Background: an optimization exercise with open tools, aiming at small area, a short achievable clock period and few clock cycles per item. Do not read the settings as production practice. No run shown here included a check of the RTL's function; only the layout flow was run. Power and IR drop assume default switching activity.

File: flow/design.v
package mada_pkg;
  localparam int WINDOW_SIZE_DEFAULT = 20;
  localparam int SAMPLE_W            = 12;
  localparam int PERIOD_W            = 8;
  localparam int CFG_INDEX_W         = 4;
  localparam int CFG_DATA_W          = 12;
endpackage
module moving_average_deviation_alarm #(
  parameter int WINDOW_SIZE = mada_pkg::WINDOW_SIZE_DEFAULT
) (
  input  logic        clk,
  input  logic        rst,
  input  logic        in_valid,
  output logic        in_stall,
  input  logic [11:0] sample,
  output logic        out_valid,
  input  logic        out_stall,
  output logic [11:0] average,
  output logic [11:0] deviation,
  output logic        alarm,
  output logic        report_due,
  output logic        initialized,
  input  logic        cfg_valid,
  output logic        cfg_ready,
  input  logic [3:0]  cfg_index,
  input  logic [11:0] cfg_data
);
  localparam logic [351:0] DIV_HI = 352'b1100011001011000000000101110010111011001100110101100100101001100101010000000010011001011100100110011000110010010000110010100000000000111100101101110011001011011001000110011001001100000000010110010110101001100101001100100010001100100100000000000111001011001100110010010110010000100110010001000000000001100101100010011001000011001000000011001000000000000;
  localparam logic [191:0] DIV_LO = 192'b110001110000101100101011101010101001101000100100100011100010100001100000011100011011011010011001011000010100010011010010010001010000001100001011001010001001001000000100000011000010000001000000;
  localparam logic [255:0] DIV_C = 256'b0000000000000000000000000000000000000000000000000000000000000000000000000000000000000000000000000000000000001011101010011000010000000000000010101001100001000011000000000000100110000100001100100000000000001000010000110010000100000000000001000011001000010000;
  logic [11:0] thr, vlo, vhi;
  logic [7:0]  per;
  assign cfg_ready = 1'b1;
  always_ff @(posedge clk) begin
    if (rst) begin
      thr <= 12'd32;
      vlo <= 12'd16;
      vhi <= 12'd1600;
      per <= 8'd10;
    end else if (cfg_valid) begin
      case (cfg_index)
        4'd0: thr <= cfg_data;
        4'd1: vlo <= cfg_data;
        4'd2: vhi <= cfg_data;
        4'd3: per <= cfg_data[7:0];
        default: ;
      endcase
    end
  end
  logic        adv, acc;
  logic        skid_v;
  logic [11:0] skid_d;
  logic [11:0] in_w, sbi;
  logic [10:0] dhi;
  logic [5:0]  dli;
  assign adv      = !(out_valid && out_stall);
  assign in_stall = skid_v;
  assign acc      = in_valid && !skid_v;
  always_ff @(posedge clk) begin
    if (rst) skid_v <= 1'b0;
    else     skid_v <= !adv && (skid_v || acc);
  end
  always_ff @(posedge clk) begin
    if (!skid_v) skid_d <= sample;
  end
  assign in_w = skid_v ? skid_d : sample;
  assign sbi  = {~in_w[11], in_w[10:0]};
  assign dhi  = DIV_HI[11*sbi[11:7] +: 11];
  assign dli  = DIV_LO[6*sbi[6:2] +: 6];
  logic        v0;
  logic [11:0] s0;
  logic [7:0]  qh0;
  logic [2:0]  rh0, lq0, lr0;
  logic [3:0]  dc;
  logic        junkq;
  logic [7:0]  q0;
  logic [4:0]  r0;
  logic        inr0;
  always_ff @(posedge clk) begin
    if (rst) v0 <= 1'b0;
    else if (adv) v0 <= skid_v || acc;
  end
  always_ff @(posedge clk) begin
    if (adv) begin
      s0  <= in_w;
      qh0 <= dhi[10:3];
      rh0 <= dhi[2:0];
      lq0 <= dli[5:3];
      lr0 <= dli[2:0];
    end
  end
  assign dc = DIV_C[4*{rh0, lr0} +: 4];
  assign {q0, junkq} = {qh0, dc[3]} + {5'd0, lq0, dc[3]};
  assign r0 = {dc[2:0], s0[1:0]};
  logic [4:0]        rtail_n;
  logic signed [5:0] dr0;
  assign dr0  = $signed({1'b0, r0}) - $signed({1'b0, rtail_n});
  assign inr0 = ($signed(s0) > $signed(vlo)) && ($signed(s0) < $signed(vhi));
  logic        v1, inr1;
  logic [7:0]  q1;
  logic [4:0]  r1;
  logic signed [5:0] dr1;
  logic [11:0] s1;
  always_ff @(posedge clk) begin
    if (rst) v1 <= 1'b0;
    else if (adv) v1 <= v0;
  end
  always_ff @(posedge clk) begin
    if (adv) begin
      q1   <= q0;
      r1   <= r0;
      dr1  <= dr0;
      s1   <= s0;
      inr1 <= inr0;
    end
  end
  logic [7:0]        wq [0:19];
  logic [4:0]        wr [0:19];
  logic [4:0]        kcnt;
  logic              kfull;
  logic              filled;
  logic [4:0]        R;
  logic              fill, upd, push;
  logic [7:0]        qt_n;
  logic signed [6:0] rx;
  logic              cp, cn;
  logic [4:0]        rn;
  logic [8:0]        x1;
  assign fill  = v1 && !filled && inr1;
  assign upd   = v1 && filled;
  assign push  = adv && v1;
  assign qt_n    = fill ? q1 : (kfull ? wq[18] : wq[19]);
  assign rtail_n = !v1 ? wr[19] : (fill ? r1 : (kfull ? wr[18] : wr[19]));
  assign rx    = $signed({2'b0, R}) + 7'(dr1);
  assign cn    = rx[6];
  assign cp    = !rx[6] && (rx >= 7'sd20);
  assign rn    = cn ? 5'(rx + 7'sd20) : (cp ? 5'(rx - 7'sd20) : rx[4:0]);
  logic [8:0]        xm, x0;
  logic              junkx;
  assign xm    = {1'b0, q1} + {1'b1, ~wq[19]};
  assign {x0, junkx} = {1'b0, q1, 1'b1} + {1'b1, ~wq[19], 1'b1};
  assign x1    = cn ? xm : x0;
  always_ff @(posedge clk) begin
    if (push) begin
      wq[0] <= q1;
      wr[0] <= r1;
      for (int i = 1; i < 19; i++) begin
        wq[i] <= wq[i-1];
        wr[i] <= wr[i-1];
      end
      wq[19] <= qt_n;
      wr[19] <= rtail_n;
    end
  end
  always_ff @(posedge clk) begin
    if (rst) filled <= 1'b0;
    else if (adv && fill) filled <= 1'b1;
  end
  always_ff @(posedge clk) begin
    if (adv) begin
      if (fill) begin
        kcnt  <= 5'd0;
        kfull <= 1'b0;
        R     <= 5'd0;
      end else if (upd) begin
        R <= rn;
        if (!kfull) kcnt <= kcnt + 5'd1;
        if (kcnt == 5'd18) kfull <= 1'b1;
      end
    end
  end
  logic        v2, fill2, upd2, cp2;
  logic [8:0]  x2;
  logic [11:0] s2;
  logic [11:0] Q, qn, qu;
  logic        junkqu, junkd;
  logic [12:0] da, db, dcx, dsv, dcv, dq;
  assign {qu, junkqu} = {Q, cp2} + {{3{x2[8]}}, x2, cp2};
  assign qn = fill2 ? {~s2[11], s2[10:0]} : (upd2 ? qu : Q);
  assign da  = {1'b0, ~s2[11], s2[10:0]};
  assign db  = {1'b1, ~Q};
  assign dcx = ~{{4{x2[8]}}, x2};
  assign dsv = da ^ db ^ dcx;
  assign dcv = (da & db) | (da & dcx) | (db & dcx);
  assign {dq, junkd} = {dsv, 1'b1} + {dcv[11:0], !cp2, 1'b1};
  always_ff @(posedge clk) begin
    if (rst) v2 <= 1'b0;
    else if (adv) v2 <= v1;
  end
  always_ff @(posedge clk) begin
    if (adv) begin
      fill2 <= fill;
      upd2  <= upd;
      x2    <= x1;
      cp2   <= cp;
      s2    <= s1;
    end
  end
  always_ff @(posedge clk) begin
    if (adv) begin
      Q <= qn;
    end
  end
  logic        v3, upd3, fill3, corr, sz3;
  logic [12:0] d3;
  always_ff @(posedge clk) begin
    if (rst) v3 <= 1'b0;
    else if (adv) v3 <= v2;
  end
  always_ff @(posedge clk) begin
    if (adv) begin
      upd3  <= upd2;
      d3    <= dq;
      sz3   <= (s2 == 12'd0);
      fill3 <= fill2;
      corr  <= !qn[11] && (R != 5'd0);
    end
  end
  logic        zero, thr0, junkv, ge1, ge2;
  logic [11:0] avgb;
  logic [12:0] dm, dn;
  logic [11:0] dev;
  logic [13:0] vv, ww;
  assign avgb = Q + {11'd0, corr};
  assign dm   = d3 + {13{corr}};
  assign dn   = ~d3 + {11'd0, corr, !corr};
  assign thr0 = (thr == 12'd0);
  assign zero = !upd3 || sz3 || (Q == 12'h800 && !corr) || (Q == 12'h7FF && corr);
  assign dev  = zero ? 12'd0 : (dm[12] ? dn[11:0] : dm[11:0]);
  assign {vv, junkv} = {d3[12], d3, 1'b1} + {2'b11, ~thr, !corr};
  assign ww   = {d3[12], d3} + {2'b00, thr};
  assign ge1  = !vv[13];
  assign ge2  = ww[13] || (ww[13:1] == 13'd0 && (corr || !ww[0]));
  logic [7:0] cnt;
  logic       rep;
  assign rep = (cnt >= per);
  always_ff @(posedge clk) begin
    if (rst) cnt <= 8'd0;
    else if (adv && v3) cnt <= rep ? 8'd1 : cnt + 8'd1;
  end
  always_ff @(posedge clk) begin
    if (rst) out_valid <= 1'b0;
    else if (adv) out_valid <= v3;
  end
  always_ff @(posedge clk) begin
    if (adv) begin
      average     <= upd3 ? (avgb ^ 12'h800) : 12'd0;
      deviation   <= dev;
      alarm       <= thr0 || (!zero && (ge1 || ge2));
      report_due  <= rep;
      initialized <= upd3 || fill3;
    end
  end
endmodule
File: flow/run.sh
#!/bin/bash
# synth_recipe.tcl (not shown) runs the flow's synth.tcl, then flattens the netlist and writes it again
# the make line also repeats each setting of config.mk as NAME=value (left out here)
make -C /OpenROAD-flow-scripts/flow DESIGN_CONFIG=/design/flow/config.mk WORK_HOME=/design/flow/orfs CLKGATE_MAP_FILE= SYNTH_SCRIPT=/design/flow/synth_recipe.tcl finish
File: flow/config.mk
export PLATFORM = sky130hd
export DESIGN_NAME = moving_average_deviation_alarm
export DESIGN_NICKNAME = moving_average_deviation_alarm
export VERILOG_FILES = /design/flow/design.v
export SDC_FILE = /design/flow/constraint.sdc
export NUM_CORES = 4
export LEC_CHECK = 0
export CAP_MARGIN = 20
export CORE_MARGIN = 2
export CORE_UTILIZATION = 65
export CTS_CLUSTER_DIAMETER = 80
export CTS_CLUSTER_SIZE = 30
export SETUP_SLACK_MARGIN = 2.7
export SLEW_MARGIN = 20
File: flow/constraint.sdc
create_clock -name core_clock -period 5.5 [get_ports {clk}]
set_input_delay 1.1000 -clock core_clock [delete_from_list [all_inputs] [get_ports {clk}]]
set_output_delay 1.1000 -clock core_clock [all_outputs]
set_load 0.01 [all_outputs]
==> results of run 1 <==
## worst min-delay path by stage
| stage | start | end | depth (start not counted) |
|---|---|---|---|
| floorplan | s1[10] | s2[10] | 0 |
| finish | wr[6][1] | wr[7][1] | 0 |
| global placement | wr[8][0] | wr[9][0] | 0 |
| CTS | wq[17][4] | wq[18][4] | 0 |
| detailed placement | s1[7] | s2[7] | 0 |
| global route | wq[4][3] | wq[5][3] | 0 |
## sequential cells by signal (all words and copies together) (netlist names), 6 cells and up
signal / cells
q1: 8
per: 8
dr1: 6
wq: 160
skid_d: 12
s1: 10
x2: 9
thr: 12
cnt: 8
wr: 100
qh0: 6
vlo: 12
d3: 13
vhi: 12
average: 12
s2: 12
Q: 12
deviation: 12
s0: 12
## logic make-up (layout without fill, tap and decap cells)
kind of cell	Yosys count	after routing
compound gates	315	315
xor+xnor	84	84
fa+ha+maj	170	170
buf+inv	182	296
flops	479	479
mux	41	41
other cells	1	1
simple gates	424	424
## Yosys cell counts, types with 5 or more instances
master,count
or3_1,8
nand4_1,7
o21a_1,12
o211ai_1,16
nor2_1,119
xnor2_1,56
a21boi_0,5
and3_1,7
a22o_1,12
dfxtp_1,71
xor2_1,28
edfxtp_1,408
nand2_1,131
o31ai_1,7
inv_1,136
clkbuf_1,36
a31oi_1,6
mux2i_1,28
nand2b_1,15
a21o_1,20
nor3_1,31
mux2_2,12
o21ai_1,6
ha_1,148
o21ai_0,46
nand3_1,27
nor2b_1,19
fa_1,22
a211oi_1,18
nor4_1,16
and2_1,22
or2_2,6
a21oi_1,114
a22oi_1,5
## cell type report
type | instances | area [µm²]
Clock buffer | 28 | 598
Clock inverter | 8 | 113
Fill cell | 2305 | 8870
Inverter | 139 | 549
Multi-Input combinational cell | 1035 | 7830
Sequential cell | 479 | 13700
Tap cell | 448 | 561
Timing Repair Buffer | 120 | 1160
Timing Repair inverter | 1 | 8.76
## through the flow
stage	utilization, %	hold slack (ns)	instance area, µm²	setup slack, ns	std cells
3_5_place_dp	68.8	0.405	22900	1.58	2167
6_report	73.4	0.424	24500	2.49	2258
3_3_place_gp	68.8	0.401	22900	1.77	2167
4_1_cts	72.3	0.426	24100	2.52	2234
2_1_floorplan	-	0.400	21900	-0.495	1696
5_1_grt	73.4	0.430	24500	2.36	2258
## where the power goes
part | leakage, nW | switching [mW] | internal, mW | total [mW]
Sequential | 4.57 | 0.280 | 4.28 | 4.56
Clock | 0.339 | 1.10 | 0.817 | 1.91
Combinational | 4.21 | 1.94 | 1.70 | 3.64
Total | 9.11 | 3.31 | 6.80 | 10.1
## repair_timing
action                                  CTS  global route
endpoints found under the hold margin     0             0
pin swaps                                18            23
cloned                                    5             0
endpoints found under the setup margin  289            98
gates resized for setup                  44            40
setup buffers                            26            24
## worst reg2reg max path, cell delays in order, from the launching register on
cell and delay, ns:
edfxtp_1 0.41, inv_2 0.06, fa_1 0.50, inv_1 0.09, ha_2 0.18, inv_2 0.05
fa_2 0.34, a21o_1 0.19, a21oi_2 0.14, nor2b_1 0.08, o211ai_1 0.27, a21oi_2 0.12
nor2_1 0.10, a21oi_1 0.08, xnor2_1 0.13
## layer usage
metal  up-vias  share of wire, %  GRT usage [%]
li1       6321                 -              -
met1      6439                46           33.1
met2       301                48           37.4
met3        48               4.4           2.50
met4         0               1.9           4.63
met5         -                 0              0
==> out/qor.csv, run 1 <==
metric,value,unit
syn-num-nets,1899,
cp.depth,14,
gp_congestion,0.886,
fin_setup_tns,0,ns
vias,13100,
synth_edf_count,408,
ys_seq_area_share,62.6,%
antennaDiodeCount,0,
cp-start-kind,flop,
routed_wl,40400,µm
yosys.area.top_type,edfxtp_1,
status,"complete, no violations",
worst_ep_required_time,5.78,ns
synthMuxAreaShare,2.00,%
clk_path_buf_depth,3,
synth_top_area_share,56.1,%
clk_latency,0.55,ns
ys_ff_latch,479,
synth_compound_area_share,9.31,%
r2r_cells,14,
finalCritPeriodShare,54.7,%
rsz0062_at_grt,true,
htree_levels,1,
area_growth,12.1,%
synth_top_family_by_area,adder cells,
grtUsageTotal,22.6,%
synth-simple-area-share,9.07,%
relSlewSlack,38.1,%
ir_drop,0.301,mV
fin_crit,3.01,ns
powerDensity,413,nW/µm²
grt_pass1_wl,63800,µm
total_leakage_power,9.11,nW
layout_common_cells,"edfxtp_1 (408), ha_1 (141), inv_1 (128)",
gr-total-overflow,0,
cts_tree,done,
worst_setup_path_end_kind,flop,
dr.pass1.iters,5,
antenna_found_initial,0,
first_global_vias,12500,
synthCells,1696,
critical_path.endpoint,d3[12],
syn_area,21900,µm²
ant_nets,0,
cp_cell_sequence,inv_2 > fa_1 > inv_1 > ha_2 > inv_2 > fa_2 > a21o_1 > a21oi_2 > nor2b_1 > o211ai_1 > a21oi_2 > nor2_1 > a21oi_1 > xnor2_1,
ys_top_cells_by_area,"edfxtp_1 (56%), ha_1 (8.5%), dfxtp_1 (6.5%)",
start_util,65.5,%
crit_family,adder cells,
core-area,33400,µm²
syn_avg_cell_area,12.9,µm²
rr_startpoint,x2[0],
wl_per_cell,17.9,µm
crit_path_start,x2[0],
rows,67,
rrSetupSlack,2.49,ns
drc,0,
worstMarginPinSlew,0.925,ns
fp.dieArea,35100,µm²
cpPeakStageDelay,0.50,ns
fin_skew,0.0226,ns
synthAdderAreaFrac,10.5,%
grt_max_degree,100,
synth.distinct_cells,73,
cap_violations,0,
crit_fanout,2,
reg2reg_to,d3[12],
clkTransAtPathRegs,0.11,ns
yosys.area_share.xor_xnor,3.37,%
finish.net_count,2001,
cp_slowest_cell,fa_1,
hold_path_class,flop to flop,
io_buffers,61,
setup_viol,0,
fmaxAchievable,0.333,GHz
clkSinkCount,479,
synthFlopType,edfxtp_1,
clock-root-buffer,clkbuf_16,
cts_hold_buffers,0,
yosysWarnings,3,
dieHeight,187,µm
mostFrequentLayoutCell,edfxtp_1,
via_per_inst,5.81,
finalMaxSlewViolations,0,
hold_viol_final,0,
ys_async_sr_fraction,0,%
worst-path-buf-inv,3,
io_pins,63,
drt_first_iter_violations,977,
p_total,10.1,mW
cts_buffers,22,
worstPathArrival,3.29,ns
dieWidth,187,µm
dp_hpwl,26400,µm
path_class,flop to flop,
drive_gt1_share,10.9,%
==> inputs of run 2 (changes only) <==
--- a/flow/design.v
+++ b/flow/design.v
@@ -141,4 +141,7 @@
   assign {x0, junkx} = {1'b0, q1, 1'b1} + {1'b1, ~wq[19], 1'b1};
   assign x1    = cn ? xm : x0;
+  logic [12:0] sb1x, pre1;
+  assign sb1x = {1'b0, ~s1[11], s1[10:0]};
+  assign pre1 = fill ? sb1x : sb1x - {5'd0, q1} + {5'd0, wq[19]};
   always_ff @(posedge clk) begin
     if (push) begin
@@ -170,18 +173,13 @@
     end
   end
-  logic        v2, fill2, upd2, cp2;
+  logic        v2, fill2, upd2, cp2, cn2, sz2;
   logic [8:0]  x2;
-  logic [11:0] s2;
+  logic [12:0] pre2;
   logic [11:0] Q, qn, qu;
-  logic        junkqu, junkd;
-  logic [12:0] da, db, dcx, dsv, dcv, dq;
+  logic        junkqu;
+  logic [12:0] dq;
   assign {qu, junkqu} = {Q, cp2} + {{3{x2[8]}}, x2, cp2};
-  assign qn = fill2 ? {~s2[11], s2[10:0]} : (upd2 ? qu : Q);
-  assign da  = {1'b0, ~s2[11], s2[10:0]};
-  assign db  = {1'b1, ~Q};
-  assign dcx = ~{{4{x2[8]}}, x2};
-  assign dsv = da ^ db ^ dcx;
-  assign dcv = (da & db) | (da & dcx) | (db & dcx);
-  assign {dq, junkd} = {dsv, 1'b1} + {dcv[11:0], !cp2, 1'b1};
+  assign qn = fill2 ? pre2[11:0] : (upd2 ? qu : Q);
+  assign dq = pre2 + {1'b1, ~Q} + {11'd0, cn2, !cn2 && !cp2};
   always_ff @(posedge clk) begin
     if (rst) v2 <= 1'b0;
@@ -194,5 +192,7 @@
       x2    <= x1;
       cp2   <= cp;
-      s2    <= s1;
+      cn2   <= cn;
+      pre2  <= pre1;
+      sz2   <= (s1 == 12'd0);
     end
   end
@@ -212,5 +212,5 @@
       upd3  <= upd2;
       d3    <= dq;
-      sz3   <= (s2 == 12'd0);
+      sz3   <= sz2;
       fill3 <= fill2;
       corr  <= !qn[11] && (R != 5'd0);
==> flow/flow/run.sh (new file) <==
#!/bin/bash
# The standard layout (standard.sh: ORFS synthesis to finish), except that
# buffer_ports puts sky130_fd_sc_hd__buf_2 cells on the input and output ports
# instead of its default choice (sky130_fd_sc_hd__clkdlybuf4s50_1).
# make's full output goes to standard.log; ORFS keeps each step's log under
# orfs/logs/.
set -o pipefail
export BUFFER_PORTS_ARGS="-buffer_cell sky130_fd_sc_hd__buf_2"
bash standard.sh > standard.log 2>&1
==> flow/standard.sh (new file) <==
#!/bin/bash
# synth_recipe.tcl (not shown) runs the flow's synth.tcl, then flattens the netlist and writes it again
# the make line also repeats each setting of config.mk as NAME=value (left out here)
make -C /OpenROAD-flow-scripts/flow DESIGN_CONFIG=/design/flow/config.mk WORK_HOME=/design/flow/orfs CLKGATE_MAP_FILE= SYNTH_SCRIPT=/design/flow/synth_recipe.tcl "${@:-finish}"
removed: flow/run.sh
==> out/qor.csv, run 2 <==
metric,value,unit,change
antenna_found_initial,0,,unchanged
largest_reg_flops,160,,unchanged
dr_wl_met3,2230,µm,+26%
path_class,flop to flop,,
m1WireLength,20100,µm,+7.9%
nFillCells,2318,,+0.56%
yosysWarnings,3,,unchanged
yosysMostFrequentCell,edfxtp_1,,
setup_viol,0,,unchanged
stdcell_area,25200,µm²,+3.0%
rows,68,,+1.5%
cp_cell_sequence,ha_2 > inv_2 > fa_2 > nor2b_4 > o31a_1 > o41a_1 > a41o_1 > o41ai_4 > buf_4 > xnor2_4 > buf_6 > a211oi_4,,
finalCritPeriodShare,58.3,%,+3.7 points
yosys.area.top_type,edfxtp_1,,
regArea,13800,µm²,+0.64%
grt_max_degree,111,,+11%
drt_first_iter_violations,1054,,+7.9%
drive_gt1_share,15.2,%,+4.3 points
cpPeakStageDelay,0.51,ns,about the same
finalNonFillerCells,2400,,+6.3%
status,"complete, no violations",,
cp-start-kind,flop,,
clock-root-buffer,clkbuf_16,,
switching_power,3.77,mW,+14%
syn_area,22500,µm²,+3.1%
placed_area,23400,µm²,+2.0%
finish.net_count,2144,,+7.1%
htree_levels,1,,unchanged
dr.pass1.iters,5,,unchanged
cts_hold_buffers,0,,unchanged
clkTransAtPathRegs,0.11,ns,about the same
worst_setup_path_end_kind,flop,,
worstPathArrival,3.57,ns,+0.28 ns
routed_wl,44600,µm,+10%
worst-path-buf-inv,3,,unchanged
crit_fanout,8,,+6
reg.largest.list,"wq (160), wr (100)",,
ys_seq_area_share,61.1,%,-1.5 points
layout_common_cells,"edfxtp_1 (411), nand2_1 (181), ha_1 (148)",,
io_buffers,61,,unchanged
syn_avg_cell_area,12.5,µm²,-3.3%
worst_ep_required_time,5.87,ns,+0.09 ns
swShare,34.1,%,+1.3 points
io_pins,63,,unchanged
finalMaxSlewViolations,0,,unchanged
grt_pass1_wl,69200,µm,+8.5%
antennaDiodeCount,0,,unchanged
first_global_vias,13200,,+5.6%
regMostFlops,wq,,
pwr-share-clk,17.3,%,-1.6 points
fin_skew,0.0192,ns,-0.00341 ns
gr-total-overflow,0,,unchanged
start_util,65.6,%,about the same
crit_family,compound AO/OA/AOI/OAI gates,,
dieHeight,190,µm,+1.5%
p_int,7.30,mW,+7.4%
cp_slowest_cell,edfxtp_1,,
synth_top_area_share,54.8,%,-1.3 points
clk_latency,0.56,ns,about the same
cts_tree,done,,
synth_edf_count,411,,+0.74%
ys_async_sr_fraction,0,%,unchanged
rsz0062_at_grt,true,,
route.met2.wl,20800,µm,+7.9%
synthFlopType,edfxtp_1,,
clk_path_buf_depth,3,,unchanged
core-area,34400,µm²,+3.0%
grtUsageTotal,24.3,%,+1.6 points
fmaxAchievable,0.312,GHz,-6.3%
area_growth,11.9,%,
dieWidth,190,µm,+1.5%
wl_per_cell,18.6,µm,+3.9%
ir_drop,0.454,mV,+51%
ys_top_cells_by_area,"edfxtp_1 (55%), ha_1 (8.8%), dfxtp_1 (6.3%)",,
ys_ff_latch,482,,+0.63%
worstMarginPinSlew,1.19,ns,+0.268 ns
dp_hpwl,28500,µm,+8.0%
seq_power_share,42.2,%,-2.9 points
clkSinkCount,482,,+0.63%
fp.dieArea,36200,µm²,+3.0%
mostFrequentLayoutCell,edfxtp_1,,
pwr-share-comb,40.4,%,+4.4 points
powerDensity,439,nW/µm²,+6.4%
multi_input_area,8610,µm²,+10%
hold_path_class,flop to flop,,
yosys-top-cells-count,"edfxtp_1 (411), nand2_1 (184), ha_1 (159)",,
via_per_inst,5.83,,+0.38%
gp_congestion,0.874,,-1.3%
fin_crit,3.21,ns,+0.202 ns
cts_buffers,22,,unchanged
synth.distinct_cells,76,,+4.1%
vias,14000,,+6.7%
synthCells,1808,,+6.6%
ant_nets,0,,unchanged
hold_viol_final,0,,unchanged
cap_violations,0,,unchanged
relSlewSlack,20.1,%,-18 points
top_layer,met4,,
dp_cells,2289,,+5.6%
syn-num-nets,2020,,+6.4%
drc,0,,unchanged
total_leakage_power,9.76,nW,+7.1%
p_total,11.1,mW,+9.5%
run 2: worst reg2reg max path, stage by stage, from the launching register on:
cell      delay (ns)
edfxtp_1        0.51
ha_2            0.24
inv_2           0.06
fa_2            0.23
nor2b_4         0.05
o31a_1          0.27
o41a_1          0.33
a41o_1          0.30
o41ai_4         0.27
buf_4           0.21
xnor2_4         0.12
buf_6           0.20
a211oi_4        0.24
run 2: power groups by stage:
| stage | Clock, mW | Sequential, mW | Combinational [mW] |
|---|---|---|---|
| 4_1_cts | 1.98 | 4.67 | 3.93 |
| 5_1_grt | 2.09 | 4.70 | 4.85 |
| 2_1_floorplan | 0 | 4.64 | 2.63 |
| 3_3_place_gp | 0 | 4.80 | 3.10 |
| 6_report | 1.92 | 4.68 | 4.47 |
| 3_5_place_dp | 0 | 4.81 | 3.18 |
run 2: routing by layer:
layer	vias up	global-route usage, %
li1	6744	-
met1	6766	34.9
met2	385	38.9
met3	92	3.03
met4	0	7.78
met5	-	0
run 2: area by class of cell:
class                      count  area share (%)
tap                          455            2.26
multi-input combinational   1129            34.1
clock inverter                 9           0.427
clock buffer                  28            2.36
inverter                     158            2.43
sequential                   482            54.6
timing repair buffer         138            3.77
timing repair inverter         1          0.0198
run 2: kinds of logic after synthesis:
kind of cell	count (synthesis)	synth area share, %
flip-flops	482	61.1
AND/OR/NAND/NOR	477	9.73
AO/OA/AOI/OAI	341	9.85
buffers and inverters	200	3.43
adder cells (fa/ha/maj)	179	10.6
XOR/XNOR	92	3.61
multiplexers	36	1.68
other	1	0.0166
run 2: final timing paths:
check | start | to | slack (ns) | cells past startpoint
max | corr | deviation[10] | 2.29 | 12
min | wq[1][3] | wq[2][3] | 0.42 | 0
max reg2reg | corr | deviation[10] | 2.29 | 12
min reg2reg | wq[1][3] | wq[2][3] | 0.42 | 0
run 2: metrics by stage:
| step | hold WS [ns] | setup TNS [ns] | utilization [%] | setup WS, ns |
|---|---|---|---|---|
| 3_5_place_dp | 0.405 | 0 | 68.1 | 1.55 |
| 4_1_cts | 0.425 | 0 | 71.9 | 2.42 |
| 5_1_grt | 0.431 | 0 | 73.4 | 2.23 |
| 3_3_place_gp | 0.401 | 0 | 68.1 | 1.67 |
| 6_report | 0.421 | 0 | 73.4 | 2.29 |
| 2_1_floorplan | 0.400 | -83.13 | - | -0.498 |
run 2: what timing repair did:
item,in CTS,in global routing
gates resized for setup,53,67
setup endpoints to repair,53,53
cloned,4,0
pin swaps,38,43
setup buffers,42,28

==> re-timing with driven ports <==
The flow's constraints put no driver on any port. The routed layouts listed below were extracted and timed again, unchanged, in two steps.
Step 1 sets driving cells, clkbuf_16 on the clock port and buf_2 on the other inputs (assumed; they add their load-dependent delay and slew).
Step 2, shift: input delay + t, output delay - t, t = (earliest + latest rising clock arrival at the registers) / 2. This alone moves slack from input paths to output paths.
a / b / c = no drivers / after step 1 / after step 2; a / b = the first two.
run	shift t [ns]	setup WS [ns]	worst setup path after step 2
run 1	0.597	2.494 / 2.494 / 2.188	input to register
run 2	0.601	2.292 / 2.292 / 2.290	input to register
After both steps every run listed still meets setup and hold. The setup slack of run 1, which loses most, moves by 0.000 ns with the drivers and by -0.306 ns with both steps.
